What follows belongs to an exercise in optimizing a design on an open flow for small area and a short achievable clock period; a production flow would make more cautious choices.
Function was checked by simulation only, so behaviour that the tests miss may differ from the original.

==> flow/design.v <==
module mips_v2_top (
   input  logic        CLK,
   input  logic        RST,
   input  logic        write,
   input  logic [31:0] INST,
   output logic        flag,
   output logic [31:0] out,
   output logic [31:0] ina,
   output logic [31:0] inb,
   output logic [31:0] ALUA,
   output logic [31:0] ALUB,
   output logic [4:0]  addr
);
   localparam int ADD = 0, SUB = 1, AND = 2, OR = 3, XOR = 4, NOR = 5, SLT = 6,
                  SLTU = 7, MOVZ = 8, SLL = 9, SRL = 10, SRA = 11, LUI = 12, FLG = 13;
   localparam int NOP = 14;
   logic [31:0] rf_q [1:31];
   logic [31:0] ina_q, inb_q, alub_q;
   logic [4:0]  addr_q;
   logic [4:0]  sha_q;            
   logic        sft_q;            
   logic        sub_q;            
   logic [NOP-1:0] op_q;          
   logic        pw_q;             
   logic [31:0] res;
   logic        pw;               
   logic [31:0] p, g, c;
   logic        cout;
   always_comb begin
      logic [31:0] b, gg, pp, gn, pn;
      b  = alub_q ^ {32{sub_q}};
      p  = ina_q ^ b;
      g  = ina_q & b;
      gg = g;
      pp = p;
      gg[0] = g[0] | (p[0] & sub_q);
      for (int d = 1; d < 32; d = d * 2) begin
         gn = gg;
         pn = pp;
         for (int i = d; i < 32; i++) begin
            gn[i] = gg[i] | (pp[i] & gg[i-d]);
            pn[i] = pp[i] & pp[i-d];
         end
         gg = gn;
         pp = pn;
      end
      c    = {gg[30:0], sub_q};
      cout = gg[31];
   end
   logic [31:0] shl, shr;
   always_comb begin
      logic [31:0] l, r;
      logic        f;
      f = op_q[SRA] & inb_q[31];
      l = inb_q;
      r = inb_q;
      for (int k = 0; k < 5; k++) begin
         if (sha_q[k]) begin
            l = l << (1 << k);
            r = (r >> (1 << k)) | ~({32{1'b1}} >> (1 << k)) & {32{f}};
         end
      end
      shl = l;
      shr = r;
   end
   always_comb begin
      logic [31:0] rest, r0, r1;
      logic        adds, d31, slt1, sltc, addz, eqz, restz, fe, fc;
      adds = op_q[ADD] | op_q[SUB];
      rest = ({32{op_q[AND]}}  & (ina_q & alub_q))
           | ({32{op_q[OR]}}   & (ina_q | alub_q))
           | ({32{op_q[XOR]}}  & (ina_q ^ alub_q))
           | ({32{op_q[NOR]}}  & ~(ina_q | alub_q))
           | ({32{op_q[MOVZ]}} & ina_q)
           | ({32{op_q[SLL]}}  & shl)
           | ({32{op_q[SRL] | op_q[SRA]}} & shr)
           | ({32{op_q[LUI]}}  & {alub_q[15:0], 16'h0000});
      d31  = ina_q[31] ^ alub_q[31];
      slt1 = (op_q[SLT] & d31 & ina_q[31]) | (op_q[SLTU] & ~g[31] & ~p[31]);
      sltc = (op_q[SLT] & ~d31) | (op_q[SLTU] & ~g[31]);    
      r0   = rest | ({32{adds}} & p);
      r1   = rest | ({32{adds}} & ~p);
      for (int i = 1; i < 32; i++)
         res[i] = c[i] ? r1[i] : r0[i];
      r1[0] = rest[0] | (adds & (p[0] ^ sub_q)) | slt1;
      res[0] = c[31] ? r1[0] : (r1[0] | sltc);
      addz  = ((ina_q ^ alub_q) == {(ina_q[30:0] | alub_q[30:0]), 1'b0});
      eqz   = (ina_q == alub_q);
      restz = (rest == 32'h0);
      fe    = (op_q[ADD] & addz) | (op_q[SUB] & eqz) |
              (op_q[SLT] & d31 & ~ina_q[31]) | (op_q[SLTU] & g[31]) |
              (~op_q[ADD] & ~op_q[SUB] & ~op_q[SLT] & ~op_q[SLTU] & restz);
      fc    = (op_q[SLT] & ~d31) | (op_q[SLTU] & p[31]);
      flag  = op_q[FLG] & (fe | (fc & c[31]));
      pw    = pw_q & (~op_q[MOVZ] | (inb_q == 32'h0));
   end
   logic [5:0]  opc, fn;
   logic [4:0]  rs, rt, rd, sh;
   logic [15:0] imm;
   logic [31:0] ra, rb;
   logic        ba, bb;
   assign opc = INST[31:26];
   assign rs  = INST[25:21];
   assign rt  = INST[20:16];
   assign rd  = INST[15:11];
   assign sh  = INST[10:6];
   assign fn  = INST[5:0];
   assign imm = INST[15:0];
   always_comb begin
      logic [31:0] xa, xb;
      xa = '0;
      xb = '0;
      for (int i = 1; i < 32; i++) begin
         xa = xa | ({32{(rs == 5'(i))}} & rf_q[i]);
         xb = xb | ({32{(rt == 5'(i))}} & rf_q[i]);
      end
      ra = xa;
      rb = xb;
   end
   assign ba = pw & (rs == addr_q);
   assign bb = pw & (rt == addr_q);
   logic [NOP-1:0] op_d;
   logic        valid, rtype, shimm, shvar, sext, zext;
   always_comb begin
      op_d   = '0;
      valid  = 1'b1;
      rtype  = 1'b0;
      shimm  = 1'b0;
      shvar  = 1'b0;
      sext   = 1'b0;
      zext   = 1'b0;
      case (opc)
         6'h00: begin
            rtype = 1'b1;
            case (fn)
               6'h20, 6'h21: op_d[ADD]  = 1'b1;
               6'h22, 6'h23: op_d[SUB]  = 1'b1;
               6'h24:        op_d[AND]  = 1'b1;
               6'h25:        op_d[OR]   = 1'b1;
               6'h26:        op_d[XOR]  = 1'b1;
               6'h27:        op_d[NOR]  = 1'b1;
               6'h2A:        op_d[SLT]  = 1'b1;
               6'h2B:        op_d[SLTU] = 1'b1;
               6'h0A:        op_d[MOVZ] = 1'b1;
               6'h00: begin op_d[SLL] = 1'b1; shimm = 1'b1; end
               6'h02: begin op_d[SRL] = 1'b1; shimm = 1'b1; end
               6'h03: begin op_d[SRA] = 1'b1; shimm = 1'b1; end
               6'h04: begin op_d[SLL] = 1'b1; shvar = 1'b1; end
               6'h06: begin op_d[SRL] = 1'b1; shvar = 1'b1; end
               6'h07: begin op_d[SRA] = 1'b1; shvar = 1'b1; end
               default: valid = 1'b0;
            endcase
         end
         6'h08, 6'h09: begin op_d[ADD] = 1'b1; sext = 1'b1; end
         6'h0A:        begin op_d[SLT] = 1'b1; sext = 1'b1; end
         6'h0C:        begin op_d[AND] = 1'b1; zext = 1'b1; end
         6'h0D:        begin op_d[OR]  = 1'b1; zext = 1'b1; end
         6'h0E:        begin op_d[XOR] = 1'b1; zext = 1'b1; end
         6'h0F:        begin op_d[LUI] = 1'b1; zext = 1'b1; end
         default:      valid = 1'b0;
      endcase
      op_d[FLG] = 1'b1;
   end
   logic        selb, sela;
   logic [31:0] ina_d, inb_d, alub_d;
   logic [4:0]  addr_d, sha_d;
   logic        sub_d;
   assign selb   = ~shimm & ~shvar & ~sext & ~zext;    
   assign sela   = shvar;                              
   assign ina_d  = ({32{~ba}} & ra) | ({32{ba}} & res);
   assign inb_d  = ({32{~bb}} & rb) | ({32{bb}} & res);
   assign alub_d = ({32{selb & ~bb}} & rb) | ({32{sela & ~ba}} & ra)
                 | ({32{(selb & bb) | (sela & ba)}} & res)
                 | {{16{sext & imm[15]}}, {16{sext | zext}} & imm}
                 | {27'h0, {5{shimm}} & sh};
   assign sha_d  = ({5{shimm}} & sh) | ({5{shvar & ~ba}} & ra[4:0])
                 | ({5{shvar & ba}} & res[4:0]);
   assign addr_d = ~valid ? 5'd0 : rtype ? rd : rt;
   assign sub_d  = op_d[SUB] | op_d[SLT] | op_d[SLTU];
   always_ff @(posedge CLK) begin
      if (RST) begin
         ina_q  <= '0;
         inb_q  <= '0;
         alub_q <= '0;
         addr_q <= '0;
         sha_q  <= '0;
         sft_q  <= 1'b0;
         sub_q  <= 1'b0;
         op_q   <= '0;
         pw_q   <= 1'b0;
      end else begin
         ina_q  <= ina_d;
         inb_q  <= inb_d;
         alub_q <= alub_d;
         addr_q <= addr_d;
         sha_q  <= sha_d;
         sft_q  <= shimm | shvar;
         sub_q  <= sub_d;
         op_q   <= op_d;
         pw_q   <= write & valid & (addr_d != 5'd0);
      end
   end
   always_ff @(posedge CLK) begin
      for (int i = 1; i < 32; i++)
         if (RST || (pw && addr_q == 5'(i))) rf_q[i] <= RST ? 32'h0 : res;
   end
   assign out  = res;
   assign ina  = ina_q;
   assign inb  = inb_q;
   assign ALUA = sft_q ? inb_q : ina_q;
   assign ALUB = alub_q;
   assign addr = addr_q;
endmodule
==> flow/config.mk <==
export PLATFORM = sky130hd
export DESIGN_NAME = mips_v2_top
export DESIGN_NICKNAME = mips_v2_top
export VERILOG_FILES = /design/flow/design.v
export SDC_FILE = /design/flow/constraint.sdc
export NUM_CORES = 4
export LEC_CHECK = 0
export CAP_MARGIN = 20
export CORE_MARGIN = 2
export CORE_UTILIZATION = 50
export CTS_CLUSTER_DIAMETER = 60
export CTS_CLUSTER_SIZE = 24
export SLEW_MARGIN = 20
==> flow/constraint.sdc <==
create_clock -name core_clock -period 12.0 [get_ports {CLK}]
set_input_delay 2.4000 -clock core_clock [delete_from_list [all_inputs] [get_ports {CLK}]]
set_output_delay 2.4000 -clock core_clock [all_outputs]
set_load 0.01 [all_outputs]
standard.sh (not shown) runs the stock make flow with config.mk's settings and CLKGATE_MAP_FILE= SYNTH_SCRIPT=/design/flow/synth_recipe.tcl, a recipe that flattens the netlist after the stock synthesis.
==> flow/flow/run.sh <==
#!/bin/bash
# Own flow: the standard layout (standard.sh, unchanged synthesis), with
#  - port buffers of type buf_1 (the resizer sizes them up where timing needs it)
#    instead of the default delay-cell buffers,
#  - the resizer allowed to swap cells across footprints,
#  - timing repair aimed at 5.8 ns of setup slack up to clock tree synthesis, and at
#    6.4 ns in the global-route repair, which sees the routed wires.
# Each run's make output goes to its own log file in the work folder.
set -euo pipefail
COMMON=(MATCH_CELL_FOOTPRINT=0 "BUFFER_PORTS_ARGS=-buffer_cell sky130_fd_sc_hd__buf_1")
bash standard.sh "${COMMON[@]}" SETUP_SLACK_MARGIN=5.8 cts > flow_make_cts.log 2>&1
bash standard.sh "${COMMON[@]}" SETUP_SLACK_MARGIN=6.4 finish > flow_make_finish.log 2>&1
test -f out/final.def
The baseline completed with no timing, DRC or antenna violations.
Change:
--- a/flow/design.v
+++ b/flow/design.v
@@ -64,17 +64,19 @@
       shr = r;
    end
    always_comb begin
-      logic [31:0] rest, r0, r1;
-      logic        adds, d31, slt1, sltc, addz, eqz, restz, fe, fc;
+      logic [31:0] rlog, rest, r0, r1, zmask;
+      logic        adds, shft, d31, slt1, sltc, addz, eqz, restz, shz, fe, fc;
       adds = op_q[ADD] | op_q[SUB];
-      rest = ({32{op_q[AND]}}  & (ina_q & alub_q))
+      shft = op_q[SLL] | op_q[SRL] | op_q[SRA];
+      rlog = ({32{op_q[AND]}}  & (ina_q & alub_q))
            | ({32{op_q[OR]}}   & (ina_q | alub_q))
            | ({32{op_q[XOR]}}  & (ina_q ^ alub_q))
            | ({32{op_q[NOR]}}  & ~(ina_q | alub_q))
            | ({32{op_q[MOVZ]}} & ina_q)
+           | ({32{op_q[LUI]}}  & {alub_q[15:0], 16'h0000});
+      rest = rlog
            | ({32{op_q[SLL]}}  & shl)
-           | ({32{op_q[SRL] | op_q[SRA]}} & shr)
-           | ({32{op_q[LUI]}}  & {alub_q[15:0], 16'h0000});
+           | ({32{op_q[SRL] | op_q[SRA]}} & shr);
       d31  = ina_q[31] ^ alub_q[31];
       slt1 = (op_q[SLT] & d31 & ina_q[31]) | (op_q[SLTU] & ~g[31] & ~p[31]);
       sltc = (op_q[SLT] & ~d31) | (op_q[SLTU] & ~g[31]);    
@@ -86,10 +88,13 @@
       res[0] = c[31] ? r1[0] : (r1[0] | sltc);
       addz  = ((ina_q ^ alub_q) == {(ina_q[30:0] | alub_q[30:0]), 1'b0});
       eqz   = (ina_q == alub_q);
-      restz = (rest == 32'h0);
+      restz = (rlog == 32'h0);
+      zmask = op_q[SLL] ? (32'hffffffff >> sha_q) : (32'hffffffff << sha_q);
+      shz   = ((inb_q & zmask) == 32'h0);
       fe    = (op_q[ADD] & addz) | (op_q[SUB] & eqz) |
               (op_q[SLT] & d31 & ~ina_q[31]) | (op_q[SLTU] & g[31]) |
-              (~op_q[ADD] & ~op_q[SUB] & ~op_q[SLT] & ~op_q[SLTU] & restz);
+              (shft & shz) |
+              (~op_q[ADD] & ~op_q[SUB] & ~op_q[SLT] & ~op_q[SLTU] & ~shft & restz);
       fc    = (op_q[SLT] & ~d31) | (op_q[SLTU] & p[31]);
       flag  = op_q[FLG] & (fe | (fc & c[31]));
       pw    = pw_q & (~op_q[MOVZ] | (inb_q == 32'h0));
The new run passed the timing, DRC and antenna checks.
Clock-buffer cell count rose by 6.
Utilization hardly moves.
Cell area rose by 4.9%.
Worst hold slack gains 0.037 ns.
Non-clock buffer count rose by 37.
Die area rose by 4.6%.
Via count rose by 11%.

## static timing again, ports no longer ideal
How much do the figures lean on ideal ports? The routed layouts below were timed once more, with nothing changed but the port constraints. Step 1 (the two cells are an assumption about what drives the block):
set clk [get_ports {CLK}]
set_driving_cell -lib_cell sky130_fd_sc_hd__clkbuf_16 $clk
set_driving_cell -lib_cell sky130_fd_sc_hd__buf_2 [delete_from_list [all_inputs] $clk]
Step 2, shift: input delay + t, output delay - t, t = (earliest + latest rising clock arrival at the registers) / 2. This alone moves slack from input paths to output paths. Three values: no drivers, after step 1, after step 2; two values: the first two.
run | t, ns | setup slack, ns | latest minus earliest clock arrival (ns)
the first run | 0.791 | 5.621 / 5.549 / 5.413 | 0.064 / 0.064
the second run | 0.792 | 5.778 / 5.707 / 5.426 | 0.046 / 0.046
After both steps every run listed still meets setup and hold. For the second run, which loses most, drivers alone change the setup slack by -0.071 ns; drivers and shift together by -0.352 ns.
